What follows belongs to an exercise in optimizing a design on an open flow for small area and a short achievable clock period; a production flow would make more cautious choices. No run shown here included a check of the RTL's function; only the layout flow was run.

## flow/design.v (module list and top-level ports; edited modules follow where they fit)
// module bfp_product_array: 528 lines
// module bfp_adder_tree: 210 lines
// module fp_normalize: 262 lines
// module bfp_dot_product: 60 lines
module bfp_dot_product (
    input  logic                    i_clk,
    input  logic                    i_reset_n,
    input  logic                    i_valid,
    input  logic [(8 + 16 * (3 + 1))-1:0] i_act,
    input  logic [(8 + 16 * (3 + 1))-1:0] i_weight,
    output logic                    o_valid,
    output logic [(1 + 8 + 23)-1:0]        o_result
);
  // ...
==> flow/flow/run.sh <==
#!/bin/bash
# Own layout flow: the standard ORFS flow, with these changes in how the layout is made:
#  - the port buffers are sky130_fd_sc_hd__buf_1 cells (buffer_ports picks a delay cell otherwise);
#  - synthesis skips the generic ABC pass inside Yosys's synth (SYNTH_ARGS=-noabc), so the
#    full adders are extracted from the design's own gates (fewer inverters); the script
#    is still synth_recipe.tcl, so registers keep their names and cell types;
#  - timing repair aims for extra setup slack (SETUP_SLACK_MARGIN), only on the worst endpoints.
# The clock period and constraints are the standard flow's, unchanged.
set -euo pipefail
export BUFFER_PORTS_ARGS="-buffer_cell sky130_fd_sc_hd__buf_1"
export SYNTH_ARGS="-noabc"
export SETUP_SLACK_MARGIN=7.0
export TNS_END_PERCENT=${TNS:-5}
export ABC_AREA=1
bash standard.sh > standard.log 2>&1
==> flow/standard.sh <==
#!/bin/bash
# synth_recipe.tcl (not shown) runs the flow's synth.tcl, then flattens the netlist and writes it again
# the make line also repeats each setting of config.mk as NAME=value (left out here)
make -C /OpenROAD-flow-scripts/flow DESIGN_CONFIG=/design/flow/config.mk WORK_HOME=/design/flow/orfs CLKGATE_MAP_FILE= SYNTH_SCRIPT=/design/flow/synth_recipe.tcl "${@:-finish}"
==> flow/config.mk <==
export PLATFORM = sky130hd
export DESIGN_NAME = bfp_dot_product
export DESIGN_NICKNAME = bfp_dot_product
export VERILOG_FILES = /design/flow/design.v
export SDC_FILE = /design/flow/constraint.sdc
export NUM_CORES = 4
export LEC_CHECK = 0
export CAP_MARGIN = 20
export CORE_MARGIN = 2
export CORE_UTILIZATION = 40
export SLEW_MARGIN = 20
==> flow/constraint.sdc <==
create_clock -name core_clock -period 10.5 [get_ports {i_clk}]
set_input_delay 2.1000 -clock core_clock [delete_from_list [all_inputs] [get_ports {i_clk}]]
set_output_delay 2.1000 -clock core_clock [all_outputs]
set_load 0.01 [all_outputs]
==> metrics.yaml, run 1 <==
cells_and_area:
  nClkBuffers: 18
  area_growth_pct: 20.40
  final_common_cell: "nand2_1"
  drive_above_1_share: 0.1224
  multi_input_comb_cells: 1042
  final_util: 0.4873
  buffer_area_frac: 0.05311
critical_path:
  cp-start-kind: "primary input"
  reg2reg_to: "s3_res[19]"
run:
  drv_cap: 0
sta:
  clock.fmax_mhz: 287.6
  finalCritPeriodShare: 0.3312
  hold_viol: 0
  finalSetupViolCount: 0
min_path:
  hold_path.class: "flip-flop to flip-flop"
  holdCritStartpoint: "bfp_product_array_inst.o_r[1]"
detailed_routing:
  drt-pass1-iter-count: 5
floorplanning:
  io_pins: 180
place:
  dp_worst_setup_slack_ns: 6.570
global_route:
  grt_max_degree: 17
  met2_usage: 0.3586
  grt_pass1_vias: 9806
  grt.busiest_layer: "met2"
logic_synthesis:
  synth_cell_type_count: 51
  synth_xor_area_frac: 0.08289
  async_flop_share: 0.01935
  synth_warnings: 4
  netlist.area_leader.share: 0.2837
  synth_top_family_by_area: "adder cells"
run_status:
  status: "complete, no violations"
clock_tree:
  cts_buffers: 17
  cts-root-buf: "clkbuf_16"
==> module bfp_dot_product, before the edit <==
module bfp_dot_product (
    input  logic                    i_clk,
    input  logic                    i_reset_n,
    input  logic                    i_valid,
    input  logic [(8 + 16 * (3 + 1))-1:0] i_act,
    input  logic [(8 + 16 * (3 + 1))-1:0] i_weight,
    output logic                    o_valid,
    output logic [(1 + 8 + 23)-1:0]        o_result
);
    logic        v1, v2;
    logic [89:0] s1_r;
    logic [8:0] s1_exp;
    logic [21:0] cut;
    logic [21:0] s2_cut;
    logic [9:0]  s2_e0;
    logic [20:0] res;
    logic [20:0] s3_res;
    always_ff @(posedge i_clk or negedge i_reset_n) begin
        if (!i_reset_n) begin
            v1      <= 1'b0;
            v2      <= 1'b0;
            o_valid <= 1'b0;
        end else begin
            v1      <= i_valid;
            v2      <= v1;
            o_valid <= v2;
        end
    end
    bfp_product_array bfp_product_array_inst (
        .i_clk    (i_clk),
        .i_act    (i_act),
        .i_weight (i_weight),
        .o_r      (s1_r),
        .o_exp    (s1_exp)
    );
    bfp_adder_tree bfp_adder_tree_inst (
        .i_r      (s1_r),
        .o_cut   (cut)
    );
    always_ff @(posedge i_clk) begin
        s2_cut <= cut;
        s2_e0  <= {1'b0, s1_exp} - 10'd6;
    end
    fp_normalize fp_normalize_inst (
        .i_cut (s2_cut),
        .i_e0  (s2_e0),
        .o_res (res)
    );
    always_ff @(posedge i_clk) begin
        s3_res <= res;
    end
    logic kill, killf, inf;
    assign kill     = s3_res[20];
    assign killf    = s3_res[19];       
    assign inf      = s3_res[18];
    assign o_result = {s3_res[17] & ~kill,
                       (s3_res[16:9] | {8{inf}}) & ~{8{kill}},
                       s3_res[8:0] & ~{9{killf}},
                       14'h0};
endmodule
==> run 2, diff against run 1 <==
--- a/flow/design.v
+++ b/flow/design.v
@@ -6,3 +6,3 @@
     input  logic [(8 + 16 * (3 + 1))-1:0] i_weight,
-    output logic [89:0] o_r,
+    output logic [95:0] o_r,
     output logic [8:0]             o_exp
@@ -12,4 +12,2 @@
     wire pp0_10 = (i_act[1] & i_weight[0]) ^ s0;
-    wire pp0_12 = (i_act[1] & i_weight[2]) ^ s0;
-    wire pp0_21 = (i_act[2] & i_weight[1]) ^ s0;
     wire q0_s = (i_act[0] & i_weight[2]) ^ (i_act[1] & i_weight[1]) ^ (i_act[2] & i_weight[0]);
@@ -18,2 +16,6 @@
     wire q0_c3 = q0_c ^ s0;
+    wire u0_s = (i_act[2] & i_weight[1]) ^ (i_act[1] & i_weight[2]) ^ q0_c;
+    wire u0_c = ((i_act[2] & i_weight[1]) & (i_act[1] & i_weight[2])) | ((i_act[2] & i_weight[1]) & q0_c) | ((i_act[1] & i_weight[2]) & q0_c);
+    wire u0_s3 = u0_s ^ s0;
+    wire u0_c4 = u0_c ^ s0;
     wire p0_00 = i_act[0] & i_weight[0];
@@ -23,4 +25,2 @@
     wire pp1_10 = (i_act[5] & i_weight[4]) ^ s1;
-    wire pp1_12 = (i_act[5] & i_weight[6]) ^ s1;
-    wire pp1_21 = (i_act[6] & i_weight[5]) ^ s1;
     wire q1_s = (i_act[4] & i_weight[6]) ^ (i_act[5] & i_weight[5]) ^ (i_act[6] & i_weight[4]);
@@ -29,2 +29,6 @@
     wire q1_c3 = q1_c ^ s1;
+    wire u1_s = (i_act[6] & i_weight[5]) ^ (i_act[5] & i_weight[6]) ^ q1_c;
+    wire u1_c = ((i_act[6] & i_weight[5]) & (i_act[5] & i_weight[6])) | ((i_act[6] & i_weight[5]) & q1_c) | ((i_act[5] & i_weight[6]) & q1_c);
+    wire u1_s3 = u1_s ^ s1;
+    wire u1_c4 = u1_c ^ s1;
     wire p1_00 = i_act[4] & i_weight[4];
@@ -34,4 +38,2 @@
     wire pp2_10 = (i_act[9] & i_weight[8]) ^ s2;
-    wire pp2_12 = (i_act[9] & i_weight[10]) ^ s2;
-    wire pp2_21 = (i_act[10] & i_weight[9]) ^ s2;
     wire q2_s = (i_act[8] & i_weight[10]) ^ (i_act[9] & i_weight[9]) ^ (i_act[10] & i_weight[8]);
@@ -40,2 +42,6 @@
     wire q2_c3 = q2_c ^ s2;
+    wire u2_s = (i_act[10] & i_weight[9]) ^ (i_act[9] & i_weight[10]) ^ q2_c;
+    wire u2_c = ((i_act[10] & i_weight[9]) & (i_act[9] & i_weight[10])) | ((i_act[10] & i_weight[9]) & q2_c) | ((i_act[9] & i_weight[10]) & q2_c);
+    wire u2_s3 = u2_s ^ s2;
+    wire u2_c4 = u2_c ^ s2;
     wire p2_00 = i_act[8] & i_weight[8];
@@ -45,4 +51,2 @@
     wire pp3_10 = (i_act[13] & i_weight[12]) ^ s3;
-    wire pp3_12 = (i_act[13] & i_weight[14]) ^ s3;
-    wire pp3_21 = (i_act[14] & i_weight[13]) ^ s3;
     wire q3_s = (i_act[12] & i_weight[14]) ^ (i_act[13] & i_weight[13]) ^ (i_act[14] & i_weight[12]);
@@ -51,2 +55,6 @@
     wire q3_c3 = q3_c ^ s3;
+    wire u3_s = (i_act[14] & i_weight[13]) ^ (i_act[13] & i_weight[14]) ^ q3_c;
+    wire u3_c = ((i_act[14] & i_weight[13]) & (i_act[13] & i_weight[14])) | ((i_act[14] & i_weight[13]) & q3_c) | ((i_act[13] & i_weight[14]) & q3_c);
+    wire u3_s3 = u3_s ^ s3;
+    wire u3_c4 = u3_c ^ s3;
     wire p3_00 = i_act[12] & i_weight[12];
@@ -56,4 +64,2 @@
     wire pp4_10 = (i_act[17] & i_weight[16]) ^ s4;
-    wire pp4_12 = (i_act[17] & i_weight[18]) ^ s4;
-    wire pp4_21 = (i_act[18] & i_weight[17]) ^ s4;
     wire q4_s = (i_act[16] & i_weight[18]) ^ (i_act[17] & i_weight[17]) ^ (i_act[18] & i_weight[16]);
@@ -62,2 +68,6 @@
     wire q4_c3 = q4_c ^ s4;
+    wire u4_s = (i_act[18] & i_weight[17]) ^ (i_act[17] & i_weight[18]) ^ q4_c;
+    wire u4_c = ((i_act[18] & i_weight[17]) & (i_act[17] & i_weight[18])) | ((i_act[18] & i_weight[17]) & q4_c) | ((i_act[17] & i_weight[18]) & q4_c);
+    wire u4_s3 = u4_s ^ s4;
+    wire u4_c4 = u4_c ^ s4;
     wire p4_00 = i_act[16] & i_weight[16];
@@ -67,4 +77,2 @@
     wire pp5_10 = (i_act[21] & i_weight[20]) ^ s5;
-    wire pp5_12 = (i_act[21] & i_weight[22]) ^ s5;
-    wire pp5_21 = (i_act[22] & i_weight[21]) ^ s5;
     wire q5_s = (i_act[20] & i_weight[22]) ^ (i_act[21] & i_weight[21]) ^ (i_act[22] & i_weight[20]);
@@ -73,2 +81,6 @@
     wire q5_c3 = q5_c ^ s5;
+    wire u5_s = (i_act[22] & i_weight[21]) ^ (i_act[21] & i_weight[22]) ^ q5_c;
+    wire u5_c = ((i_act[22] & i_weight[21]) & (i_act[21] & i_weight[22])) | ((i_act[22] & i_weight[21]) & q5_c) | ((i_act[21] & i_weight[22]) & q5_c);
+    wire u5_s3 = u5_s ^ s5;
+    wire u5_c4 = u5_c ^ s5;
     wire p5_00 = i_act[20] & i_weight[20];
@@ -78,4 +90,2 @@
     wire pp6_10 = (i_act[25] & i_weight[24]) ^ s6;
-    wire pp6_12 = (i_act[25] & i_weight[26]) ^ s6;
-    wire pp6_21 = (i_act[26] & i_weight[25]) ^ s6;
     wire q6_s = (i_act[24] & i_weight[26]) ^ (i_act[25] & i_weight[25]) ^ (i_act[26] & i_weight[24]);
@@ -84,2 +94,6 @@
     wire q6_c3 = q6_c ^ s6;
+    wire u6_s = (i_act[26] & i_weight[25]) ^ (i_act[25] & i_weight[26]) ^ q6_c;
+    wire u6_c = ((i_act[26] & i_weight[25]) & (i_act[25] & i_weight[26])) | ((i_act[26] & i_weight[25]) & q6_c) | ((i_act[25] & i_weight[26]) & q6_c);
+    wire u6_s3 = u6_s ^ s6;
+    wire u6_c4 = u6_c ^ s6;
     wire p6_00 = i_act[24] & i_weight[24];
@@ -89,4 +103,2 @@
     wire pp7_10 = (i_act[29] & i_weight[28]) ^ s7;
-    wire pp7_12 = (i_act[29] & i_weight[30]) ^ s7;
-    wire pp7_21 = (i_act[30] & i_weight[29]) ^ s7;
     wire q7_s = (i_act[28] & i_weight[30]) ^ (i_act[29] & i_weight[29]) ^ (i_act[30] & i_weight[28]);
@@ -95,2 +107,6 @@
     wire q7_c3 = q7_c ^ s7;
+    wire u7_s = (i_act[30] & i_weight[29]) ^ (i_act[29] & i_weight[30]) ^ q7_c;
+    wire u7_c = ((i_act[30] & i_weight[29]) & (i_act[29] & i_weight[30])) | ((i_act[30] & i_weight[29]) & q7_c) | ((i_act[29] & i_weight[30]) & q7_c);
+    wire u7_s3 = u7_s ^ s7;
+    wire u7_c4 = u7_c ^ s7;
     wire p7_00 = i_act[28] & i_weight[28];
@@ -100,4 +116,2 @@
     wire pp8_10 = (i_act[33] & i_weight[32]) ^ s8;
-    wire pp8_12 = (i_act[33] & i_weight[34]) ^ s8;
-    wire pp8_21 = (i_act[34] & i_weight[33]) ^ s8;
     wire q8_s = (i_act[32] & i_weight[34]) ^ (i_act[33] & i_weight[33]) ^ (i_act[34] & i_weight[32]);
@@ -106,2 +120,6 @@
     wire q8_c3 = q8_c ^ s8;
+    wire u8_s = (i_act[34] & i_weight[33]) ^ (i_act[33] & i_weight[34]) ^ q8_c;
+    wire u8_c = ((i_act[34] & i_weight[33]) & (i_act[33] & i_weight[34])) | ((i_act[34] & i_weight[33]) & q8_c) | ((i_act[33] & i_weight[34]) & q8_c);
+    wire u8_s3 = u8_s ^ s8;
+    wire u8_c4 = u8_c ^ s8;
     wire p8_00 = i_act[32] & i_weight[32];
@@ -111,4 +129,2 @@
     wire pp9_10 = (i_act[37] & i_weight[36]) ^ s9;
-    wire pp9_12 = (i_act[37] & i_weight[38]) ^ s9;
-    wire pp9_21 = (i_act[38] & i_weight[37]) ^ s9;
     wire q9_s = (i_act[36] & i_weight[38]) ^ (i_act[37] & i_weight[37]) ^ (i_act[38] & i_weight[36]);
@@ -117,2 +133,6 @@
     wire q9_c3 = q9_c ^ s9;
+    wire u9_s = (i_act[38] & i_weight[37]) ^ (i_act[37] & i_weight[38]) ^ q9_c;
+    wire u9_c = ((i_act[38] & i_weight[37]) & (i_act[37] & i_weight[38])) | ((i_act[38] & i_weight[37]) & q9_c) | ((i_act[37] & i_weight[38]) & q9_c);
+    wire u9_s3 = u9_s ^ s9;
+    wire u9_c4 = u9_c ^ s9;
     wire p9_00 = i_act[36] & i_weight[36];
@@ -122,4 +142,2 @@
     wire pp10_10 = (i_act[41] & i_weight[40]) ^ s10;
-    wire pp10_12 = (i_act[41] & i_weight[42]) ^ s10;
-    wire pp10_21 = (i_act[42] & i_weight[41]) ^ s10;
     wire q10_s = (i_act[40] & i_weight[42]) ^ (i_act[41] & i_weight[41]) ^ (i_act[42] & i_weight[40]);
@@ -128,2 +146,6 @@
     wire q10_c3 = q10_c ^ s10;
+    wire u10_s = (i_act[42] & i_weight[41]) ^ (i_act[41] & i_weight[42]) ^ q10_c;
+    wire u10_c = ((i_act[42] & i_weight[41]) & (i_act[41] & i_weight[42])) | ((i_act[42] & i_weight[41]) & q10_c) | ((i_act[41] & i_weight[42]) & q10_c);
+    wire u10_s3 = u10_s ^ s10;
+    wire u10_c4 = u10_c ^ s10;
     wire p10_00 = i_act[40] & i_weight[40];
@@ -133,4 +155,2 @@
     wire pp11_10 = (i_act[45] & i_weight[44]) ^ s11;
-    wire pp11_12 = (i_act[45] & i_weight[46]) ^ s11;
-    wire pp11_21 = (i_act[46] & i_weight[45]) ^ s11;
     wire q11_s = (i_act[44] & i_weight[46]) ^ (i_act[45] & i_weight[45]) ^ (i_act[46] & i_weight[44]);
@@ -139,2 +159,6 @@
     wire q11_c3 = q11_c ^ s11;
+    wire u11_s = (i_act[46] & i_weight[45]) ^ (i_act[45] & i_weight[46]) ^ q11_c;
+    wire u11_c = ((i_act[46] & i_weight[45]) & (i_act[45] & i_weight[46])) | ((i_act[46] & i_weight[45]) & q11_c) | ((i_act[45] & i_weight[46]) & q11_c);
+    wire u11_s3 = u11_s ^ s11;
+    wire u11_c4 = u11_c ^ s11;
     wire p11_00 = i_act[44] & i_weight[44];
@@ -144,4 +168,2 @@
     wire pp12_10 = (i_act[49] & i_weight[48]) ^ s12;
-    wire pp12_12 = (i_act[49] & i_weight[50]) ^ s12;
-    wire pp12_21 = (i_act[50] & i_weight[49]) ^ s12;
     wire q12_s = (i_act[48] & i_weight[50]) ^ (i_act[49] & i_weight[49]) ^ (i_act[50] & i_weight[48]);
@@ -150,2 +172,6 @@
     wire q12_c3 = q12_c ^ s12;
+    wire u12_s = (i_act[50] & i_weight[49]) ^ (i_act[49] & i_weight[50]) ^ q12_c;
+    wire u12_c = ((i_act[50] & i_weight[49]) & (i_act[49] & i_weight[50])) | ((i_act[50] & i_weight[49]) & q12_c) | ((i_act[49] & i_weight[50]) & q12_c);
+    wire u12_s3 = u12_s ^ s12;
+    wire u12_c4 = u12_c ^ s12;
     wire p12_00 = i_act[48] & i_weight[48];
@@ -155,4 +181,2 @@
     wire pp13_10 = (i_act[53] & i_weight[52]) ^ s13;
-    wire pp13_12 = (i_act[53] & i_weight[54]) ^ s13;
-    wire pp13_21 = (i_act[54] & i_weight[53]) ^ s13;
     wire q13_s = (i_act[52] & i_weight[54]) ^ (i_act[53] & i_weight[53]) ^ (i_act[54] & i_weight[52]);
@@ -161,2 +185,6 @@
     wire q13_c3 = q13_c ^ s13;
+    wire u13_s = (i_act[54] & i_weight[53]) ^ (i_act[53] & i_weight[54]) ^ q13_c;
+    wire u13_c = ((i_act[54] & i_weight[53]) & (i_act[53] & i_weight[54])) | ((i_act[54] & i_weight[53]) & q13_c) | ((i_act[53] & i_weight[54]) & q13_c);
+    wire u13_s3 = u13_s ^ s13;
+    wire u13_c4 = u13_c ^ s13;
     wire p13_00 = i_act[52] & i_weight[52];
@@ -166,4 +194,2 @@
     wire pp14_10 = (i_act[57] & i_weight[56]) ^ s14;
-    wire pp14_12 = (i_act[57] & i_weight[58]) ^ s14;
-    wire pp14_21 = (i_act[58] & i_weight[57]) ^ s14;
     wire q14_s = (i_act[56] & i_weight[58]) ^ (i_act[57] & i_weight[57]) ^ (i_act[58] & i_weight[56]);
@@ -172,2 +198,6 @@
     wire q14_c3 = q14_c ^ s14;
+    wire u14_s = (i_act[58] & i_weight[57]) ^ (i_act[57] & i_weight[58]) ^ q14_c;
+    wire u14_c = ((i_act[58] & i_weight[57]) & (i_act[57] & i_weight[58])) | ((i_act[58] & i_weight[57]) & q14_c) | ((i_act[57] & i_weight[58]) & q14_c);
+    wire u14_s3 = u14_s ^ s14;
+    wire u14_c4 = u14_c ^ s14;
     wire p14_00 = i_act[56] & i_weight[56];
@@ -177,4 +207,2 @@
     wire pp15_10 = (i_act[61] & i_weight[60]) ^ s15;
-    wire pp15_12 = (i_act[61] & i_weight[62]) ^ s15;
-    wire pp15_21 = (i_act[62] & i_weight[61]) ^ s15;
     wire q15_s = (i_act[60] & i_weight[62]) ^ (i_act[61] & i_weight[61]) ^ (i_act[62] & i_weight[60]);
@@ -183,2 +211,6 @@
     wire q15_c3 = q15_c ^ s15;
+    wire u15_s = (i_act[62] & i_weight[61]) ^ (i_act[61] & i_weight[62]) ^ q15_c;
+    wire u15_c = ((i_act[62] & i_weight[61]) & (i_act[61] & i_weight[62])) | ((i_act[62] & i_weight[61]) & q15_c) | ((i_act[61] & i_weight[62]) & q15_c);
+    wire u15_s3 = u15_s ^ s15;
+    wire u15_c4 = u15_c ^ s15;
     wire p15_00 = i_act[60] & i_weight[60];
@@ -379,150 +411,84 @@
     wire as83, ac84;
-    assign as83 = pp0_12 ^ pp0_21 ^ pp1_12;
-    assign ac84 = (pp0_12 & pp0_21) | (pp0_12 & pp1_12) | (pp0_21 & pp1_12);
+    assign as83 = 1'b1 ^ ~p0_22 ^ ~p1_22;
+    assign ac84 = (1'b1 & ~p0_22) | (1'b1 & ~p1_22) | (~p0_22 & ~p1_22);
     wire as85, ac86;
-    assign as85 = pp1_21 ^ pp2_12 ^ pp2_21;
-    assign ac86 = (pp1_21 & pp2_12) | (pp1_21 & pp2_21) | (pp2_12 & pp2_21);
+    assign as85 = ~p2_22 ^ ~p3_22 ^ ~p4_22;
+    assign ac86 = (~p2_22 & ~p3_22) | (~p2_22 & ~p4_22) | (~p3_22 & ~p4_22);
     wire as87, ac88;
-    assign as87 = pp3_12 ^ pp3_21 ^ pp4_12;
-    assign ac88 = (pp3_12 & pp3_21) | (pp3_12 & pp4_12) | (pp3_21 & pp4_12);
+    assign as87 = ~p5_22 ^ ~p6_22 ^ ~p7_22;
+    assign ac88 = (~p5_22 & ~p6_22) | (~p5_22 & ~p7_22) | (~p6_22 & ~p7_22);
     wire as89, ac90;
-    assign as89 = pp4_21 ^ pp5_12 ^ pp5_21;
-    assign ac90 = (pp4_21 & pp5_12) | (pp4_21 & pp5_21) | (pp5_12 & pp5_21);
+    assign as89 = ~p8_22 ^ ~p9_22 ^ ~p10_22;
+    assign ac90 = (~p8_22 & ~p9_22) | (~p8_22 & ~p10_22) | (~p9_22 & ~p10_22);
     wire as91, ac92;
-    assign as91 = pp6_12 ^ pp6_21 ^ pp7_12;
-    assign ac92 = (pp6_12 & pp6_21) | (pp6_12 & pp7_12) | (pp6_21 & pp7_12);
+    assign as91 = ~p11_22 ^ ~p12_22 ^ ~p13_22;
+    assign ac92 = (~p11_22 & ~p12_22) | (~p11_22 & ~p13_22) | (~p12_22 & ~p13_22);
     wire as93, ac94;
-    assign as93 = pp7_21 ^ pp8_12 ^ pp8_21;
-    assign ac94 = (pp7_21 & pp8_12) | (pp7_21 & pp8_21) | (pp8_12 & pp8_21);
+    assign as93 = ~p14_22 ^ ~p15_22 ^ as83;
+    assign ac94 = (~p14_22 & ~p15_22) | (~p14_22 & as83) | (~p15_22 & as83);
     wire as95, ac96;
-    assign as95 = pp9_12 ^ pp9_21 ^ pp10_12;
-    assign ac96 = (pp9_12 & pp9_21) | (pp9_12 & pp10_12) | (pp9_21 & pp10_12);
+    assign as95 = as85 ^ as87 ^ as89;
+    assign ac96 = (as85 & as87) | (as85 & as89) | (as87 & as89);
     wire as97, ac98;
-    assign as97 = pp10_21 ^ pp11_12 ^ pp11_21;
-    assign ac98 = (pp10_21 & pp11_12) | (pp10_21 & pp11_21) | (pp11_12 & pp11_21);
+    assign as97 = 1'b1 ^ ~(s0 | p0_22) ^ ~(s1 | p1_22);
+    assign ac98 = (1'b1 & ~(s0 | p0_22)) | (1'b1 & ~(s1 | p1_22)) | (~(s0 | p0_22) & ~(s1 | p1_22));
     wire as99, ac100;
-    assign as99 = pp12_12 ^ pp12_21 ^ pp13_12;
-    assign ac100 = (pp12_12 & pp12_21) | (pp12_12 & pp13_12) | (pp12_21 & pp13_12);
+    assign as99 = ~(s2 | p2_22) ^ ~(s3 | p3_22) ^ ~(s4 | p4_22);
+    assign ac100 = (~(s2 | p2_22) & ~(s3 | p3_22)) | (~(s2 | p2_22) & ~(s4 | p4_22)) | (~(s3 | p3_22) & ~(s4 | p4_22));
     wire as101, ac102;
-    assign as101 = pp13_21 ^ pp14_12 ^ pp14_21;
-    assign ac102 = (pp13_21 & pp14_12) | (pp13_21 & pp14_21) | (pp14_12 & pp14_21);
+    assign as101 = ~(s5 | p5_22) ^ ~(s6 | p6_22) ^ ~(s7 | p7_22);
+    assign ac102 = (~(s5 | p5_22) & ~(s6 | p6_22)) | (~(s5 | p5_22) & ~(s7 | p7_22)) | (~(s6 | p6_22) & ~(s7 | p7_22));
     wire as103, ac104;
-    assign as103 = pp15_12 ^ pp15_21 ^ q0_c3;
-    assign ac104 = (pp15_12 & pp15_21) | (pp15_12 & q0_c3) | (pp15_21 & q0_c3);
+    assign as103 = ~(s8 | p8_22) ^ ~(s9 | p9_22) ^ ~(s10 | p10_22);
+    assign ac104 = (~(s8 | p8_22) & ~(s9 | p9_22)) | (~(s8 | p8_22) & ~(s10 | p10_22)) | (~(s9 | p9_22) & ~(s10 | p10_22));
     wire as105, ac106;
-    assign as105 = q1_c3 ^ q2_c3 ^ q3_c3;
-    assign ac106 = (q1_c3 & q2_c3) | (q1_c3 & q3_c3) | (q2_c3 & q3_c3);
+    assign as105 = ~(s11 | p11_22) ^ ~(s12 | p12_22) ^ ~(s13 | p13_22);
+    assign ac106 = (~(s11 | p11_22) & ~(s12 | p12_22)) | (~(s11 | p11_22) & ~(s13 | p13_22)) | (~(s12 | p12_22) & ~(s13 | p13_22));
     wire as107, ac108;
-    assign as107 = q4_c3 ^ q5_c3 ^ q6_c3;
-    assign ac108 = (q4_c3 & q5_c3) | (q4_c3 & q6_c3) | (q5_c3 & q6_c3);
+    assign as107 = ~(s14 | p14_22) ^ ~(s15 | p15_22) ^ ac84;
+    assign ac108 = (~(s14 | p14_22) & ~(s15 | p15_22)) | (~(s14 | p14_22) & ac84) | (~(s15 | p15_22) & ac84);
     wire as109, ac110;
-    assign as109 = q7_c3 ^ q8_c3 ^ q9_c3;
-    assign ac110 = (q7_c3 & q8_c3) | (q7_c3 & q9_c3) | (q8_c3 & q9_c3);
+    assign as109 = ac86 ^ ac88 ^ ac90;
+    assign ac110 = (ac86 & ac88) | (ac86 & ac90) | (ac88 & ac90);
     wire as111, ac112;
-    assign as111 = q10_c3 ^ q11_c3 ^ q12_c3;
-    assign ac112 = (q10_c3 & q11_c3) | (q10_c3 & q12_c3) | (q11_c3 & q12_c3);
+    assign as111 = ac92 ^ as97 ^ as99;
+    assign ac112 = (ac92 & as97) | (ac92 & as99) | (as97 & as99);
     wire as113, ac114;
-    assign as113 = q13_c3 ^ q14_c3 ^ q15_c3;
-    assign ac114 = (q13_c3 & q14_c3) | (q13_c3 & q15_c3) | (q14_c3 & q15_c3);
+    assign as113 = as101 ^ as103 ^ as105;
+    assign ac114 = (as101 & as103) | (as101 & as105) | (as103 & as105);
     wire as115, ac116;
-    assign as115 = as83 ^ as85 ^ as87;
-    assign ac116 = (as83 & as85) | (as83 & as87) | (as85 & as87);
+    assign as115 = 1'b1 ^ (~s0 & p0_22) ^ (~s1 & p1_22);
+    assign ac116 = (1'b1 & (~s0 & p0_22)) | (1'b1 & (~s1 & p1_22)) | ((~s0 & p0_22) & (~s1 & p1_22));
     wire as117, ac118;
-    assign as117 = as89 ^ as91 ^ as93;
-    assign ac118 = (as89 & as91) | (as89 & as93) | (as91 & as93);
+    assign as117 = (~s2 & p2_22) ^ (~s3 & p3_22) ^ (~s4 & p4_22);
+    assign ac118 = ((~s2 & p2_22) & (~s3 & p3_22)) | ((~s2 & p2_22) & (~s4 & p4_22)) | ((~s3 & p3_22) & (~s4 & p4_22));
     wire as119, ac120;
-    assign as119 = as95 ^ as97 ^ as99;
-    assign ac120 = (as95 & as97) | (as95 & as99) | (as97 & as99);
+    assign as119 = (~s5 & p5_22) ^ (~s6 & p6_22) ^ (~s7 & p7_22);
+    assign ac120 = ((~s5 & p5_22) & (~s6 & p6_22)) | ((~s5 & p5_22) & (~s7 & p7_22)) | ((~s6 & p6_22) & (~s7 & p7_22));
     wire as121, ac122;
-    assign as121 = 1'b1 ^ ~p0_22 ^ ~p1_22;
-    assign ac122 = (1'b1 & ~p0_22) | (1'b1 & ~p1_22) | (~p0_22 & ~p1_22);
+    assign as121 = (~s8 & p8_22) ^ (~s9 & p9_22) ^ (~s10 & p10_22);
+    assign ac122 = ((~s8 & p8_22) & (~s9 & p9_22)) | ((~s8 & p8_22) & (~s10 & p10_22)) | ((~s9 & p9_22) & (~s10 & p10_22));
     wire as123, ac124;
-    assign as123 = ~p2_22 ^ ~p3_22 ^ ~p4_22;
-    assign ac124 = (~p2_22 & ~p3_22) | (~p2_22 & ~p4_22) | (~p3_22 & ~p4_22);
+    assign as123 = (~s11 & p11_22) ^ (~s12 & p12_22) ^ (~s13 & p13_22);
+    assign ac124 = ((~s11 & p11_22) & (~s12 & p12_22)) | ((~s11 & p11_22) & (~s13 & p13_22)) | ((~s12 & p12_22) & (~s13 & p13_22));
     wire as125, ac126;
-    assign as125 = ~p5_22 ^ ~p6_22 ^ ~p7_22;
-    assign ac126 = (~p5_22 & ~p6_22) | (~p5_22 & ~p7_22) | (~p6_22 & ~p7_22);
+    assign as125 = (~s14 & p14_22) ^ (~s15 & p15_22) ^ ac98;
+    assign ac126 = ((~s14 & p14_22) & (~s15 & p15_22)) | ((~s14 & p14_22) & ac98) | ((~s15 & p15_22) & ac98);
     wire as127, ac128;
-    assign as127 = ~p8_22 ^ ~p9_22 ^ ~p10_22;
-    assign ac128 = (~p8_22 & ~p9_22) | (~p8_22 & ~p10_22) | (~p9_22 & ~p10_22);
+    assign as127 = ac100 ^ ac102 ^ ac104;
+    assign ac128 = (ac100 & ac102) | (ac100 & ac104) | (ac102 & ac104);
     wire as129, ac130;
-    assign as129 = ~p11_22 ^ ~p12_22 ^ ~p13_22;
-    assign ac130 = (~p11_22 & ~p12_22) | (~p11_22 & ~p13_22) | (~p12_22 & ~p13_22);
+    assign as129 = ac106 ^ as115 ^ as117;
+    assign ac130 = (ac106 & as115) | (ac106 & as117) | (as115 & as117);
     wire as131, ac132;
-    assign as131 = ~p14_22 ^ ~p15_22 ^ as121;
-    assign ac132 = (~p14_22 & ~p15_22) | (~p14_22 & as121) | (~p15_22 & as121);
+    assign as131 = as119 ^ as121 ^ as123;
+    assign ac132 = (as119 & as121) | (as119 & as123) | (as121 & as123);
     wire as133, ac134;
-    assign as133 = as123 ^ as125 ^ as127;
-    assign ac134 = (as123 & as125) | (as123 & as127) | (as125 & as127);
+    assign as133 = 1'b1 ^ ac116 ^ ac118;
+    assign ac134 = (1'b1 & ac116) | (1'b1 & ac118) | (ac116 & ac118);
     wire as135, ac136;
-    assign as135 = as129 ^ ac84 ^ ac86;
-    assign ac136 = (as129 & ac84) | (as129 & ac86) | (ac84 & ac86);
-    wire as137, ac138;
-    assign as137 = ac88 ^ ac90 ^ ac92;
-    assign ac138 = (ac88 & ac90) | (ac88 & ac92) | (ac90 & ac92);
-    wire as139, ac140;
-    assign as139 = ac94 ^ ac96 ^ ac98;
-    assign ac140 = (ac94 & ac96) | (ac94 & ac98) | (ac96 & ac98);
-    wire as141, ac142;
-    assign as141 = 1'b1 ^ ~(s0 | p0_22) ^ ~(s1 | p1_22);
-    assign ac142 = (1'b1 & ~(s0 | p0_22)) | (1'b1 & ~(s1 | p1_22)) | (~(s0 | p0_22) & ~(s1 | p1_22));
-    wire as143, ac144;
-    assign as143 = ~(s2 | p2_22) ^ ~(s3 | p3_22) ^ ~(s4 | p4_22);
-    assign ac144 = (~(s2 | p2_22) & ~(s3 | p3_22)) | (~(s2 | p2_22) & ~(s4 | p4_22)) | (~(s3 | p3_22) & ~(s4 | p4_22));
-    wire as145, ac146;
-    assign as145 = ~(s5 | p5_22) ^ ~(s6 | p6_22) ^ ~(s7 | p7_22);
-    assign ac146 = (~(s5 | p5_22) & ~(s6 | p6_22)) | (~(s5 | p5_22) & ~(s7 | p7_22)) | (~(s6 | p6_22) & ~(s7 | p7_22));
-    wire as147, ac148;
-    assign as147 = ~(s8 | p8_22) ^ ~(s9 | p9_22) ^ ~(s10 | p10_22);
-    assign ac148 = (~(s8 | p8_22) & ~(s9 | p9_22)) | (~(s8 | p8_22) & ~(s10 | p10_22)) | (~(s9 | p9_22) & ~(s10 | p10_22));
-    wire as149, ac150;
-    assign as149 = ~(s11 | p11_22) ^ ~(s12 | p12_22) ^ ~(s13 | p13_22);
-    assign ac150 = (~(s11 | p11_22) & ~(s12 | p12_22)) | (~(s11 | p11_22) & ~(s13 | p13_22)) | (~(s12 | p12_22) & ~(s13 | p13_22));
-    wire as151, ac152;
-    assign as151 = ~(s14 | p14_22) ^ ~(s15 | p15_22) ^ ac122;
-    assign ac152 = (~(s14 | p14_22) & ~(s15 | p15_22)) | (~(s14 | p14_22) & ac122) | (~(s15 | p15_22) & ac122);
-    wire as153, ac154;
-    assign as153 = ac124 ^ ac126 ^ ac128;
-    assign ac154 = (ac124 & ac126) | (ac124 & ac128) | (ac126 & ac128);
-    wire as155, ac156;
-    assign as155 = ac130 ^ as141 ^ as143;
-    assign ac156 = (ac130 & as141) | (ac130 & as143) | (as141 & as143);
-    wire as157, ac158;
-    assign as157 = as145 ^ as147 ^ as149;
-    assign ac158 = (as145 & as147) | (as145 & as149) | (as147 & as149);
-    wire as159, ac160;
-    assign as159 = 1'b1 ^ (~s0 & p0_22) ^ (~s1 & p1_22);
-    assign ac160 = (1'b1 & (~s0 & p0_22)) | (1'b1 & (~s1 & p1_22)) | ((~s0 & p0_22) & (~s1 & p1_22));
-    wire as161, ac162;
-    assign as161 = (~s2 & p2_22) ^ (~s3 & p3_22) ^ (~s4 & p4_22);
-    assign ac162 = ((~s2 & p2_22) & (~s3 & p3_22)) | ((~s2 & p2_22) & (~s4 & p4_22)) | ((~s3 & p3_22) & (~s4 & p4_22));
-    wire as163, ac164;
-    assign as163 = (~s5 & p5_22) ^ (~s6 & p6_22) ^ (~s7 & p7_22);
-    assign ac164 = ((~s5 & p5_22) & (~s6 & p6_22)) | ((~s5 & p5_22) & (~s7 & p7_22)) | ((~s6 & p6_22) & (~s7 & p7_22));
-    wire as165, ac166;
-    assign as165 = (~s8 & p8_22) ^ (~s9 & p9_22) ^ (~s10 & p10_22);
-    assign ac166 = ((~s8 & p8_22) & (~s9 & p9_22)) | ((~s8 & p8_22) & (~s10 & p10_22)) | ((~s9 & p9_22) & (~s10 & p10_22));
-    wire as167, ac168;
-    assign as167 = (~s11 & p11_22) ^ (~s12 & p12_22) ^ (~s13 & p13_22);
-    assign ac168 = ((~s11 & p11_22) & (~s12 & p12_22)) | ((~s11 & p11_22) & (~s13 & p13_22)) | ((~s12 & p12_22) & (~s13 & p13_22));
-    wire as169, ac170;
-    assign as169 = (~s14 & p14_22) ^ (~s15 & p15_22) ^ ac142;
-    assign ac170 = ((~s14 & p14_22) & (~s15 & p15_22)) | ((~s14 & p14_22) & ac142) | ((~s15 & p15_22) & ac142);
-    wire as171, ac172;
-    assign as171 = ac144 ^ ac146 ^ ac148;
-    assign ac172 = (ac144 & ac146) | (ac144 & ac148) | (ac146 & ac148);
-    wire as173, ac174;
-    assign as173 = ac150 ^ as159 ^ as161;
-    assign ac174 = (ac150 & as159) | (ac150 & as161) | (as159 & as161);
-    wire as175, ac176;
-    assign as175 = as163 ^ as165 ^ as167;
-    assign ac176 = (as163 & as165) | (as163 & as167) | (as165 & as167);
-    wire as177, ac178;
-    assign as177 = 1'b1 ^ ac160 ^ ac162;
-    assign ac178 = (1'b1 & ac160) | (1'b1 & ac162) | (ac160 & ac162);
-    wire as179, ac180;
-    assign as179 = ac164 ^ ac166 ^ ac168;
-    assign ac180 = (ac164 & ac166) | (ac164 & ac168) | (ac166 & ac168);
+    assign as135 = ac120 ^ ac122 ^ ac124;
+    assign ac136 = (ac120 & ac122) | (ac120 & ac124) | (ac122 & ac124);
     always_ff @(posedge i_clk) begin
-        o_r   <= {ac180, ac178, as179, as177, ac176, ac174, ac172, ac170, as175, as173, as171, as169, ac158, ac156, ac154, ac152, as157, as155, ac140, ac138, ac136, as153, as151, ac134, ac132, as139, as137, as135, ac120, ac118, ac116, as133, as131, ac114, ac112, ac110, ac108, ac106, ac104, ac102, ac100, ac82, as119, as117, as115, as113, as111, as109, as107, as105, as103, ac80, ac78, ac76, ac74, ac72, ac70, ac68, ac66, ac64, ac62, as101, as81, as79, as77, as75, as73, as71, as69, as67, as65, as63, ac60, ac58, ac56, ac54, as61, ac52, ac50, as59, as57, as55, as53, as51, as49, as47, ac14, ac12, as13, as11};
+        o_r   <= {ac136, ac134, as135, as133, ac132, ac130, ac128, ac126, as131, as129, as127, as125, ac114, ac112, ac110, ac108, as113, as111, as109, as107, ac96, ac94, as95, as93, u15_c4, u14_c4, u13_c4, u12_c4, u11_c4, u10_c4, u9_c4, u8_c4, u7_c4, u6_c4, u5_c4, u4_c4, u3_c4, u2_c4, u1_c4, u0_c4, as91, ac82, u15_s3, u14_s3, u13_s3, u12_s3, u11_s3, u10_s3, u9_s3, u8_s3, u7_s3, u6_s3, u5_s3, u4_s3, u3_s3, u2_s3, u1_s3, u0_s3, ac80, ac78, ac76, ac74, ac72, ac70, ac68, ac66, ac64, ac62, as81, as79, as77, as75, as73, as71, as69, as67, as65, as63, ac60, ac58, ac56, ac54, as61, ac52, ac50, as59, as57, as55, as53, as51, as49, as47, ac14, ac12, as13, as11};
         o_exp <= ex_s;
@@ -534,4 +500,4 @@
 module bfp_adder_tree (
-    input  logic [89:0] i_r,
-    output logic [21:0] o_cut
+    input  logic [95:0] i_r,
+    output logic [15:0] o_cut
 );
@@ -601,143 +567,179 @@
     wire bs43, bc44;
-    assign bs43 = bc10 ^ bc12 ^ bc14;
-    assign bc44 = (bc10 & bc12) | (bc10 & bc14) | (bc12 & bc14);
+    assign bs43 = i_r[49] ^ i_r[50] ^ i_r[51];
+    assign bc44 = (i_r[49] & i_r[50]) | (i_r[49] & i_r[51]) | (i_r[50] & i_r[51]);
     wire bs45, bc46;
-    assign bs45 = bc16 ^ bc18 ^ bs29;
-    assign bc46 = (bc16 & bc18) | (bc16 & bs29) | (bc18 & bs29);
+    assign bs45 = i_r[52] ^ i_r[53] ^ i_r[54];
+    assign bc46 = (i_r[52] & i_r[53]) | (i_r[52] & i_r[54]) | (i_r[53] & i_r[54]);
     wire bs47, bc48;
-    assign bs47 = bs31 ^ bs33 ^ bs35;
-    assign bc48 = (bs31 & bs33) | (bs31 & bs35) | (bs33 & bs35);
+    assign bs47 = bc10 ^ bc12 ^ bc14;
+    assign bc48 = (bc10 & bc12) | (bc10 & bc14) | (bc12 & bc14);
     wire bs49, bc50;
-    assign bs49 = bs37 ^ bs39 ^ bs41;
-    assign bc50 = (bs37 & bs39) | (bs37 & bs41) | (bs39 & bs41);
+    assign bs49 = bc16 ^ bc18 ^ bs29;
+    assign bc50 = (bc16 & bc18) | (bc16 & bs29) | (bc18 & bs29);
     wire bs51, bc52;
-    assign bs51 = bc20 ^ bc22 ^ bc24;
-    assign bc52 = (bc20 & bc22) | (bc20 & bc24) | (bc22 & bc24);
+    assign bs51 = bs31 ^ bs33 ^ bs35;
+    assign bc52 = (bs31 & bs33) | (bs31 & bs35) | (bs33 & bs35);
     wire bs53, bc54;
-    assign bs53 = bs43 ^ bs45 ^ bs47;
-    assign bc54 = (bs43 & bs45) | (bs43 & bs47) | (bs45 & bs47);
+    assign bs53 = bs37 ^ bs39 ^ bs41;
+    assign bc54 = (bs37 & bs39) | (bs37 & bs41) | (bs39 & bs41);
     wire bs55, bc56;
-    assign bs55 = bs49 ^ bc26 ^ bs51;
-    assign bc56 = (bs49 & bc26) | (bs49 & bs51) | (bc26 & bs51);
+    assign bs55 = bs43 ^ bs45 ^ bc20;
+    assign bc56 = (bs43 & bs45) | (bs43 & bc20) | (bs45 & bc20);
     wire bs57, bc58;
-    assign bs57 = bs53 ^ bc28 ^ bs55;
-    assign bc58 = (bs53 & bc28) | (bs53 & bs55) | (bc28 & bs55);
+    assign bs57 = bc22 ^ bc24 ^ bs47;
+    assign bc58 = (bc22 & bc24) | (bc22 & bs47) | (bc24 & bs47);
     wire bs59, bc60;
-    assign bs59 = i_r[49] ^ i_r[50] ^ i_r[51];
-    assign bc60 = (i_r[49] & i_r[50]) | (i_r[49] & i_r[51]) | (i_r[50] & i_r[51]);
+    assign bs59 = bs49 ^ bs51 ^ bs53;
+    assign bc60 = (bs49 & bs51) | (bs49 & bs53) | (bs51 & bs53);
     wire bs61, bc62;
-    assign bs61 = i_r[52] ^ i_r[53] ^ i_r[54];
-    assign bc62 = (i_r[52] & i_r[53]) | (i_r[52] & i_r[54]) | (i_r[53] & i_r[54]);
+    assign bs61 = bc26 ^ bs55 ^ bs57;
+    assign bc62 = (bc26 & bs55) | (bc26 & bs57) | (bs55 & bs57);
     wire bs63, bc64;
-    assign bs63 = i_r[55] ^ i_r[56] ^ i_r[57];
-    assign bc64 = (i_r[55] & i_r[56]) | (i_r[55] & i_r[57]) | (i_r[56] & i_r[57]);
+    assign bs63 = bs59 ^ bc28 ^ bs61;
+    assign bc64 = (bs59 & bc28) | (bs59 & bs61) | (bc28 & bs61);
     wire bs65, bc66;
-    assign bs65 = i_r[58] ^ i_r[59] ^ i_r[60];
-    assign bc66 = (i_r[58] & i_r[59]) | (i_r[58] & i_r[60]) | (i_r[59] & i_r[60]);
+    assign bs65 = i_r[55] ^ i_r[56] ^ i_r[57];
+    assign bc66 = (i_r[55] & i_r[56]) | (i_r[55] & i_r[57]) | (i_r[56] & i_r[57]);
     wire bs67, bc68;
-    assign bs67 = i_r[61] ^ i_r[62] ^ i_r[63];
-    assign bc68 = (i_r[61] & i_r[62]) | (i_r[61] & i_r[63]) | (i_r[62] & i_r[63]);
+    assign bs67 = i_r[58] ^ i_r[59] ^ i_r[60];
+    assign bc68 = (i_r[58] & i_r[59]) | (i_r[58] & i_r[60]) | (i_r[59] & i_r[60]);
     wire bs69, bc70;
-    assign bs69 = i_r[64] ^ bc30 ^ bc32;
-    assign bc70 = (i_r[64] & bc30) | (i_r[64] & bc32) | (bc30 & bc32);
+    assign bs69 = i_r[61] ^ i_r[62] ^ i_r[63];
+    assign bc70 = (i_r[61] & i_r[62]) | (i_r[61] & i_r[63]) | (i_r[62] & i_r[63]);
     wire bs71, bc72;
-    assign bs71 = bc34 ^ bc36 ^ bc38;
-    assign bc72 = (bc34 & bc36) | (bc34 & bc38) | (bc36 & bc38);
+    assign bs71 = i_r[64] ^ i_r[65] ^ i_r[66];
+    assign bc72 = (i_r[64] & i_r[65]) | (i_r[64] & i_r[66]) | (i_r[65] & i_r[66]);
     wire bs73, bc74;
-    assign bs73 = bc40 ^ bc42 ^ bs59;
-    assign bc74 = (bc40 & bc42) | (bc40 & bs59) | (bc42 & bs59);
+    assign bs73 = i_r[67] ^ i_r[68] ^ i_r[69];
+    assign bc74 = (i_r[67] & i_r[68]) | (i_r[67] & i_r[69]) | (i_r[68] & i_r[69]);
     wire bs75, bc76;
-    assign bs75 = bs61 ^ bs63 ^ bs65;
-    assign bc76 = (bs61 & bs63) | (bs61 & bs65) | (bs63 & bs65);
+    assign bs75 = i_r[70] ^ i_r[71] ^ i_r[72];
+    assign bc76 = (i_r[70] & i_r[71]) | (i_r[70] & i_r[72]) | (i_r[71] & i_r[72]);
     wire bs77, bc78;
-    assign bs77 = bs67 ^ bc44 ^ bc46;
-    assign bc78 = (bs67 & bc44) | (bs67 & bc46) | (bc44 & bc46);
+    assign bs77 = i_r[73] ^ bc30 ^ bc32;
+    assign bc78 = (i_r[73] & bc30) | (i_r[73] & bc32) | (bc30 & bc32);
     wire bs79, bc80;
-    assign bs79 = bc48 ^ bc50 ^ bs69;
-    assign bc80 = (bc48 & bc50) | (bc48 & bs69) | (bc50 & bs69);
+    assign bs79 = bc34 ^ bc36 ^ bc38;
+    assign bc80 = (bc34 & bc36) | (bc34 & bc38) | (bc36 & bc38);
     wire bs81, bc82;
-    assign bs81 = bs71 ^ bs73 ^ bs75;
-    assign bc82 = (bs71 & bs73) | (bs71 & bs75) | (bs73 & bs75);
+    assign bs81 = bc40 ^ bc42 ^ bc44;
+    assign bc82 = (bc40 & bc42) | (bc40 & bc44) | (bc42 & bc44);
     wire bs83, bc84;
-    assign bs83 = bc52 ^ bs77 ^ bs79;
-    assign bc84 = (bc52 & bs77) | (bc52 & bs79) | (bs77 & bs79);
+    assign bs83 = bc46 ^ bs65 ^ bs67;
+    assign bc84 = (bc46 & bs65) | (bc46 & bs67) | (bs65 & bs67);
     wire bs85, bc86;
-    assign bs85 = bc54 ^ bs81 ^ bc56;
-    assign bc86 = (bc54 & bs81) | (bc54 & bc56) | (bs81 & bc56);
+    assign bs85 = bs69 ^ bs71 ^ bs73;
+    assign bc86 = (bs69 & bs71) | (bs69 & bs73) | (bs71 & bs73);
     wire bs87, bc88;
-    assign bs87 = i_r[65] ^ i_r[66] ^ i_r[67];
-    assign bc88 = (i_r[65] & i_r[66]) | (i_r[65] & i_r[67]) | (i_r[66] & i_r[67]);
+    assign bs87 = bs75 ^ bc48 ^ bc50;
+    assign bc88 = (bs75 & bc48) | (bs75 & bc50) | (bc48 & bc50);
     wire bs89, bc90;
-    assign bs89 = i_r[68] ^ i_r[69] ^ i_r[70];
-    assign bc90 = (i_r[68] & i_r[69]) | (i_r[68] & i_r[70]) | (i_r[69] & i_r[70]);
+    assign bs89 = bc52 ^ bc54 ^ bs77;
+    assign bc90 = (bc52 & bc54) | (bc52 & bs77) | (bc54 & bs77);
     wire bs91, bc92;
-    assign bs91 = i_r[71] ^ i_r[72] ^ i_r[73];
-    assign bc92 = (i_r[71] & i_r[72]) | (i_r[71] & i_r[73]) | (i_r[72] & i_r[73]);
+    assign bs91 = bs79 ^ bs81 ^ bs83;
+    assign bc92 = (bs79 & bs81) | (bs79 & bs83) | (bs81 & bs83);
     wire bs93, bc94;
-    assign bs93 = bc60 ^ bc62 ^ bc64;
-    assign bc94 = (bc60 & bc62) | (bc60 & bc64) | (bc62 & bc64);
+    assign bs93 = bs85 ^ bc56 ^ bc58;
+    assign bc94 = (bs85 & bc56) | (bs85 & bc58) | (bc56 & bc58);
     wire bs95, bc96;
-    assign bs95 = bc66 ^ bc68 ^ bs87;
-    assign bc96 = (bc66 & bc68) | (bc66 & bs87) | (bc68 & bs87);
+    assign bs95 = bs87 ^ bs89 ^ bc60;
+    assign bc96 = (bs87 & bs89) | (bs87 & bc60) | (bs89 & bc60);
     wire bs97, bc98;
-    assign bs97 = bs89 ^ bs91 ^ bc70;
-    assign bc98 = (bs89 & bs91) | (bs89 & bc70) | (bs91 & bc70);
+    assign bs97 = bs91 ^ bc62 ^ bs93;
+    assign bc98 = (bs91 & bc62) | (bs91 & bs93) | (bc62 & bs93);
     wire bs99, bc100;
-    assign bs99 = bc72 ^ bc74 ^ bc76;
-    assign bc100 = (bc72 & bc74) | (bc72 & bc76) | (bc74 & bc76);
+    assign bs99 = bs95 ^ bc64 ^ bs97;
+    assign bc100 = (bs95 & bc64) | (bs95 & bs97) | (bc64 & bs97);
     wire bs101, bc102;
-    assign bs101 = bs93 ^ bs95 ^ bc78;
-    assign bc102 = (bs93 & bs95) | (bs93 & bc78) | (bs95 & bc78);
+    assign bs101 = i_r[74] ^ i_r[75] ^ i_r[76];
+    assign bc102 = (i_r[74] & i_r[75]) | (i_r[74] & i_r[76]) | (i_r[75] & i_r[76]);
     wire bs103, bc104;
-    assign bs103 = bc80 ^ bs97 ^ bs99;
-    assign bc104 = (bc80 & bs97) | (bc80 & bs99) | (bs97 & bs99);
+    assign bs103 = i_r[77] ^ i_r[78] ^ i_r[79];
+    assign bc104 = (i_r[77] & i_r[78]) | (i_r[77] & i_r[79]) | (i_r[78] & i_r[79]);
     wire bs105, bc106;
-    assign bs105 = bc82 ^ bc84 ^ bs101;
-    assign bc106 = (bc82 & bc84) | (bc82 & bs101) | (bc84 & bs101);
+    assign bs105 = bc66 ^ bc68 ^ bc70;
+    assign bc106 = (bc66 & bc68) | (bc66 & bc70) | (bc68 & bc70);
     wire bs107, bc108;
-    assign bs107 = i_r[74] ^ i_r[75] ^ i_r[76];
-    assign bc108 = (i_r[74] & i_r[75]) | (i_r[74] & i_r[76]) | (i_r[75] & i_r[76]);
+    assign bs107 = bc72 ^ bc74 ^ bc76;
+    assign bc108 = (bc72 & bc74) | (bc72 & bc76) | (bc74 & bc76);
     wire bs109, bc110;
-    assign bs109 = i_r[77] ^ i_r[78] ^ i_r[79];
-    assign bc110 = (i_r[77] & i_r[78]) | (i_r[77] & i_r[79]) | (i_r[78] & i_r[79]);
+    assign bs109 = bs101 ^ bs103 ^ bc78;
+    assign bc110 = (bs101 & bs103) | (bs101 & bc78) | (bs103 & bc78);
     wire bs111, bc112;
-    assign bs111 = i_r[80] ^ i_r[81] ^ bc88;
-    assign bc112 = (i_r[80] & i_r[81]) | (i_r[80] & bc88) | (i_r[81] & bc88);
+    assign bs111 = bc80 ^ bc82 ^ bc84;
+    assign bc112 = (bc80 & bc82) | (bc80 & bc84) | (bc82 & bc84);
     wire bs113, bc114;
-    assign bs113 = bc90 ^ bc92 ^ bs107;
-    assign bc114 = (bc90 & bc92) | (bc90 & bs107) | (bc92 & bs107);
+    assign bs113 = bc86 ^ bs105 ^ bs107;
+    assign bc114 = (bc86 & bs105) | (bc86 & bs107) | (bs105 & bs107);
     wire bs115, bc116;
-    assign bs115 = bs109 ^ bc94 ^ bc96;
-    assign bc116 = (bs109 & bc94) | (bs109 & bc96) | (bc94 & bc96);
+    assign bs115 = bc88 ^ bc90 ^ bs109;
+    assign bc116 = (bc88 & bc90) | (bc88 & bs109) | (bc90 & bs109);
     wire bs117, bc118;
-    assign bs117 = bs111 ^ bs113 ^ bc98;
-    assign bc118 = (bs111 & bs113) | (bs111 & bc98) | (bs113 & bc98);
+    assign bs117 = bs111 ^ bs113 ^ bc92;
+    assign bc118 = (bs111 & bs113) | (bs111 & bc92) | (bs113 & bc92);
     wire bs119, bc120;
-    assign bs119 = bc100 ^ bs115 ^ bc102;
-    assign bc120 = (bc100 & bs115) | (bc100 & bc102) | (bs115 & bc102);
+    assign bs119 = bc94 ^ bs115 ^ bc96;
+    assign bc120 = (bc94 & bs115) | (bc94 & bc96) | (bs115 & bc96);
     wire bs121, bc122;
-    assign bs121 = i_r[82] ^ i_r[83] ^ i_r[84];
-    assign bc122 = (i_r[82] & i_r[83]) | (i_r[82] & i_r[84]) | (i_r[83] & i_r[84]);
+    assign bs121 = bs117 ^ bc98 ^ bs119;
+    assign bc122 = (bs117 & bc98) | (bs117 & bs119) | (bc98 & bs119);
     wire bs123, bc124;
-    assign bs123 = i_r[85] ^ i_r[86] ^ i_r[87];
-    assign bc124 = (i_r[85] & i_r[86]) | (i_r[85] & i_r[87]) | (i_r[86] & i_r[87]);
+    assign bs123 = i_r[80] ^ i_r[81] ^ i_r[82];
+    assign bc124 = (i_r[80] & i_r[81]) | (i_r[80] & i_r[82]) | (i_r[81] & i_r[82]);
     wire bs125, bc126;
-    assign bs125 = bc108 ^ bc110 ^ bs121;
-    assign bc126 = (bc108 & bc110) | (bc108 & bs121) | (bc110 & bs121);
+    assign bs125 = i_r[83] ^ i_r[84] ^ i_r[85];
+    assign bc126 = (i_r[83] & i_r[84]) | (i_r[83] & i_r[85]) | (i_r[84] & i_r[85]);
     wire bs127, bc128;
-    assign bs127 = bs123 ^ bc112 ^ bc114;
-    assign bc128 = (bs123 & bc112) | (bs123 & bc114) | (bc112 & bc114);
+    assign bs127 = i_r[86] ^ i_r[87] ^ bc102;
+    assign bc128 = (i_r[86] & i_r[87]) | (i_r[86] & bc102) | (i_r[87] & bc102);
     wire bs129, bc130;
-    assign bs129 = bs125 ^ bc116 ^ bs127;
-    assign bc130 = (bs125 & bc116) | (bs125 & bs127) | (bc116 & bs127);
+    assign bs129 = bc104 ^ bs123 ^ bs125;
+    assign bc130 = (bc104 & bs123) | (bc104 & bs125) | (bs123 & bs125);
     wire bs131, bc132;
-    assign bs131 = i_r[88] ^ i_r[89] ^ bc122;
-    assign bc132 = (i_r[88] & i_r[89]) | (i_r[88] & bc122) | (i_r[89] & bc122);
+    assign bs131 = bc106 ^ bc108 ^ bs127;
+    assign bc132 = (bc106 & bc108) | (bc106 & bs127) | (bc108 & bs127);
     wire bs133, bc134;
-    assign bs133 = bc124 ^ bc126 ^ bs131;
-    assign bc134 = (bc124 & bc126) | (bc124 & bs131) | (bc126 & bs131);
+    assign bs133 = bs129 ^ bc110 ^ bc112;
+    assign bc134 = (bs129 & bc110) | (bs129 & bc112) | (bc110 & bc112);
     wire bs135, bc136;
-    assign bs135 = bc128 ^ bs133 ^ bc130;
-    assign bc136 = (bc128 & bs133) | (bc128 & bc130) | (bs133 & bc130);
-    assign o_cut = {bc136, bc134, bc132, bs135, bc120, bs129, bc118, bs119, bc106, bc104, bs117, bs105, bc86, bs103, bs85, bc58, bs83, bs57, bs27, bs7, i_r[1], i_r[0]};
+    assign bs135 = bc114 ^ bs131 ^ bc116;
+    assign bc136 = (bc114 & bs131) | (bc114 & bc116) | (bs131 & bc116);
+    wire bs137, bc138;
+    assign bs137 = bs133 ^ bc118 ^ bs135;
+    assign bc138 = (bs133 & bc118) | (bs133 & bs135) | (bc118 & bs135);
+    wire bs139, bc140;
+    assign bs139 = bc120 ^ bs137 ^ bc122;
+    assign bc140 = (bc120 & bs137) | (bc120 & bc122) | (bs137 & bc122);
+    wire bs141, bc142;
+    assign bs141 = i_r[88] ^ i_r[89] ^ i_r[90];
+    assign bc142 = (i_r[88] & i_r[89]) | (i_r[88] & i_r[90]) | (i_r[89] & i_r[90]);
+    wire bs143, bc144;
+    assign bs143 = i_r[91] ^ i_r[92] ^ i_r[93];
+    assign bc144 = (i_r[91] & i_r[92]) | (i_r[91] & i_r[93]) | (i_r[92] & i_r[93]);
+    wire bs145, bc146;
+    assign bs145 = bc124 ^ bc126 ^ bs141;
+    assign bc146 = (bc124 & bc126) | (bc124 & bs141) | (bc126 & bs141);
+    wire bs147, bc148;
+    assign bs147 = bs143 ^ bc128 ^ bc130;
+    assign bc148 = (bs143 & bc128) | (bs143 & bc130) | (bc128 & bc130);
+    wire bs149, bc150;
+    assign bs149 = bs145 ^ bc132 ^ bs147;
+    assign bc150 = (bs145 & bc132) | (bs145 & bs147) | (bc132 & bs147);
+    wire bs151, bc152;
+    assign bs151 = bc134 ^ bs149 ^ bc136;
+    assign bc152 = (bc134 & bs149) | (bc134 & bc136) | (bs149 & bc136);
+    wire bs153, bc154;
+    assign bs153 = i_r[94] ^ i_r[95] ^ bc142;
+    assign bc154 = (i_r[94] & i_r[95]) | (i_r[94] & bc142) | (i_r[95] & bc142);
+    wire bs155, bc156;
+    assign bs155 = bc144 ^ bc146 ^ bs153;
+    assign bc156 = (bc144 & bc146) | (bc144 & bs153) | (bc146 & bs153);
+    wire bs157, bc158;
+    assign bs157 = bc148 ^ bs155 ^ bc150;
+    assign bc158 = (bc148 & bs155) | (bc148 & bc150) | (bs155 & bc150);
+    wire bs159, bc160;
+    assign bs159 = bc154 ^ bc156 ^ bc158;
+    assign bc160 = (bc154 & bc156) | (bc154 & bc158) | (bc156 & bc158);
+    assign o_cut = {bc160, bs159, bs157, bc152, bc140, bs151, bc138, bs139, bs121, bc100, bs99, bs63, bs27, bs7, i_r[1], i_r[0]};
 endmodule
@@ -747,3 +749,3 @@
 module fp_normalize (
-    input  logic [21:0] i_cut,
+    input  logic [15:0] i_cut,
     input  logic [9:0]  i_e0,
@@ -762,27 +764,9 @@
     wire cs1, cc2;
-    assign cs1 = i_cut[11] ^ i_cut[12];
-    assign cc2 = i_cut[11] & i_cut[12];
+    assign cs1 = i_cut[9] ^ i_cut[10];
+    assign cc2 = i_cut[9] & i_cut[10];
     wire cs3, cc4;
-    assign cs3 = i_cut[15] ^ i_cut[16];
-    assign cc4 = i_cut[15] & i_cut[16];
-    wire cs5, cc6;
-    assign cs5 = i_cut[5] ^ i_cut[6];
-    assign cc6 = i_cut[5] & i_cut[6];
-    wire cs7, cc8;
-    assign cs7 = i_cut[8] ^ i_cut[9] ^ i_cut[10];
-    assign cc8 = (i_cut[8] & i_cut[9]) | (i_cut[8] & i_cut[10]) | (i_cut[9] & i_cut[10]);
-    wire cs9, cc10;
-    assign cs9 = cs1 ^ i_cut[13] ^ i_cut[14];
-    assign cc10 = (cs1 & i_cut[13]) | (cs1 & i_cut[14]) | (i_cut[13] & i_cut[14]);
-    wire cs11, cc12;
-    assign cs11 = cs3 ^ i_cut[17] ^ cc2;
-    assign cc12 = (cs3 & i_cut[17]) | (cs3 & cc2) | (i_cut[17] & cc2);
-    wire cs13, cc14;
-    assign cs13 = i_cut[18] ^ cc4;
-    assign cc14 = i_cut[18] & cc4;
-    wire cs15, cc16;
-    assign cs15 = i_cut[19] ^ i_cut[20] ^ i_cut[21];
-    assign cc16 = (i_cut[19] & i_cut[20]) | (i_cut[19] & i_cut[21]) | (i_cut[20] & i_cut[21]);
-    assign x = {cc16, cs15, cs13, cs11, cs9, cs7, cs5, i_cut[4], i_cut[3], i_cut[2], i_cut[0]};
-    assign y = {1'b0, cc14, cc12, cc10, cc8, cc6, i_cut[7], 1'b0, 1'b0, 1'b0, i_cut[1]};
+    assign cs3 = i_cut[12] ^ i_cut[13];
+    assign cc4 = i_cut[12] & i_cut[13];
+    assign x = {i_cut[15], i_cut[14], cs3, cs1, i_cut[8], i_cut[6], i_cut[5], i_cut[4], i_cut[3], i_cut[2], i_cut[0]};
+    assign y = {1'b0, cc4, cc2, i_cut[11], 1'b0, i_cut[7], 1'b0, 1'b0, 1'b0, 1'b0, i_cut[1]};
     logic [10:0] g0, p0, cy;
@@ -1021,6 +1005,6 @@
     logic        v1, v2;
-    logic [89:0] s1_r;
+    logic [95:0] s1_r;
     logic [8:0] s1_exp;
-    logic [21:0] cut;
-    logic [21:0] s2_cut;
+    logic [15:0] cut;
+    logic [15:0] s2_cut;
     logic [9:0]  s2_e0;
--- a/flow/flow/run.sh
+++ b/flow/flow/run.sh
@@ -11,3 +11,3 @@
 export SYNTH_ARGS="-noabc"
-export SETUP_SLACK_MARGIN=7.0
+export SETUP_SLACK_MARGIN=6.9
 export TNS_END_PERCENT=${TNS:-5}
==> metrics.yaml, run 2 <==
critical_path:
  crit_path_cell_trace: "fa_2 > fa_2 > fa_2 > fa_2 > fa_1 > fa_2 > fa_1"  # was buf_1 > inv_1 > or2_4 > nand2_8 > nor2_1 > fa_1 > fa_1
  reg2reg_to: "s2_cut[8]"  # was s3_res[19]
  cp-start-kind: "flip-flop"  # was primary input
  path_buf_inv: 0  # was 2
  cp_common_cell: "fa_2"  # was fa_1
  path_class: "flip-flop to flip-flop"  # was primary input to flip-flop
logic_synthesis:
  synth_area_leaders: "fa_1, dfxtp_1, nand2_1, inv_1, xor2_1"  # was fa_1, dfxtp_1, nand2_1, inv_1, xnor2_1
  muxShareOfSynthArea: 0  # unchanged
  synth_cell_type_count: 46  # was 51
  async_flop_share: 0.01935  # unchanged
  synth_xor_area_frac: 0.06989  # was 0.08289
  netlist.area_leader.share: 0.2885  # was 0.2837
  yosys.area_share.simple: 0.2301  # was 0.2215
  synth_warnings: 4  # unchanged
  synth_flop_cell: "dfxtp_1"  # unchanged
  synth_area_per_cell_um2: 8.440  # was 8.545 µm²
  synth_top_family_by_area: "adder cells"  # unchanged
min_path:
  hold_path.class: "flip-flop to flip-flop"  # unchanged
  holdCritStartpoint: "bfp_product_array_inst.o_exp[0]"  # was bfp_product_array_inst.o_r[1]
  hold_end: "s2_e0[0]"  # was s2_cut[1]
clock_tree:
  cts_tree: "done"  # unchanged
  clock_sinks: 155  # unchanged
  cts_buffers: 17  # unchanged
  path_clk_slew_ns: 0.07  # about the same
  cts-root-buf: "clkbuf_16"  # unchanged
  ctsHtreeMaxLevel: 4  # unchanged
place:
  place_inst: 2004  # was 1993
detailed_routing:
  drt-pass1-iter-count: 5  # unchanged
floorplanning:
  io_pins: 180  # unchanged
  die_y_um: 179.2  # was 179.7 µm
sta:
  slew_headroom: 0.6378  # was 0.6126
  clock.fmax_mhz: 277.9  # was 287.6 MHz
  finalCritPeriodShare: 0.3427  # was 0.3312
  hold_viol: 0  # unchanged
  finalSetupViolCount: 0  # unchanged
  period_needed_ns: 3.599  # was 3.477 ns
run:
  drv_cap: 0  # unchanged
run_status:
  status: "complete, no violations"  # unchanged
cells_and_area:
  drive_above_1_share: 0.09695  # was 0.1224
  final_common_cell: "nand2_1"  # unchanged
  reg.largest.list: "bfp_product_array_inst.o_r (96), s3_res (21), s2_cut (16)"  # was bfp_product_array_inst.o_r (90), s2_cut (22), s3_res (21)
  area_growth_pct: 17.32  # was 20.40%
global_route:
  antenna_found_initial: 0  # unchanged
  grt_pass1_vias: 9607  # was 9806
  grt_pass1_wl_um: 47730  # was 50790 µm
  grt_max_degree: 18  # was 17
run 2: cell count changes after synthesis, moves of 6 or more:
cell	before	now
nand2_2	15	8
nor2_2	2	8
nand2_1	330	359
nor2_1	143	130
inv_1	224	248
xor2_1	46	61
xnor2_1	69	37
run 2: worst max-delay path by stage:
| stage | from | slack (ns) | cells after the start | end |
|---|---|---|---|---|
| 2_1_floorplan | i_weight[31] | 6.85 | 6 | bfp_product_array_inst.o_r[9] |
| 3_3_place_gp | i_weight[31] | 6.57 | 7 | bfp_product_array_inst.o_r[9] |
| 3_5_place_dp | i_weight[31] | 6.56 | 7 | bfp_product_array_inst.o_r[9] |
| 4_1_cts | bfp_product_array_inst.o_r[20] | 6.83 | 7 | s2_cut[8] |
| 5_1_grt | s2_cut[9] | 6.83 | 21 | s3_res[19] |
| 6_report | bfp_product_array_inst.o_r[47] | 6.90 | 7 | s2_cut[8] |
run 2: kinds of logic after synthesis:
group / Yosys count
and+or+nand+nor: 649
buffers and inverters: 280
adders and majority gates: 210
DFF: 155
xor gates and xnor gates: 98
AOI/OAI and AO/OA: 62
other: 1
run 2: metal layers:
| layer | vias up | routed length, µm | GRT usage |
|---|---|---|---|
| met2 | 194 | 16210 | 0.3780 |
| met1 | 4383 | 11840 | 0.2245 |
| met3 | 34 | 924 | 0.02841 |
| met4 | 0 | 526 | 0.05309 |
| li1 | 4690 | - | - |
| met5 | - | 0 | 0 |
run 2: what timing repair did:
| item | CTS | global route |
|---|---|---|
| pin swaps | 13 | 14 |
| resized for setup | 14 | 12 |
| hold buffers | 0 | 0 |
| cloned | 0 | 0 |
| setup endpoints to repair | 4 | 10 |
run 2: through the flow:
stage	util	hold WS, ns	setup WS (ns)	area, µm²
finish	0.4735	0.3278	6.901	14410
global route	0.4735	0.3347	6.834	14410
CTS	0.4727	0.3283	6.832	14390
detailed placement	0.4520	0.3121	6.556	13750
global placement	0.4520	0.3112	6.572	13750
floorplan	-	0.3096	6.846	12820
run 2: cell type report:
cell class	count	area [µm²]	area share
inverter	254	964.7	0.06696
sequential	155	3126	0.2169
multi-input combinational	1033	8596	0.5966
clock buffer	18	429.2	0.02979
clock inverter	14	170.2	0.01181
timing repair buffer	166	626.9	0.04351
tap	396	495.5	0.03439
run 2: worst reg2reg max path: stages, from the launching register on:
cell and delay [ns]:
dfxtp_1 0.33, fa_2 0.62, fa_2 0.47, fa_2 0.41, fa_2 0.40, fa_1 0.46
fa_2 0.36, fa_1 0.44

[separate check: timing with driven ports]
In the flow no input, the clock included, has a driving cell. The finished layouts below were timed again as built, in two steps. Step 1, drivers: a clkbuf_16 drives i_clk and a buf_2 each remaining input, both assumed. Step 2 times the ports against the registers' clock, not the clock port: input delays grow and output delays shrink by t, the midpoint of the rising clock arrivals with the driver on. Slacks: ideal ports / drivers / drivers and shift; pairs: ideal ports / drivers.
run | t, ns | slack for setup (ns) | worst setup path after step 2
run 1 | 0.474 | 7.023 / 7.045 / 6.572 | input to register
run 2 | 0.476 | 6.901 / 6.901 / 6.571 | input to register
After both steps setup and hold are still met in every run listed. For run 1, which loses most, drivers alone change the setup slack by +0.022 ns; drivers and shift together by -0.451 ns.
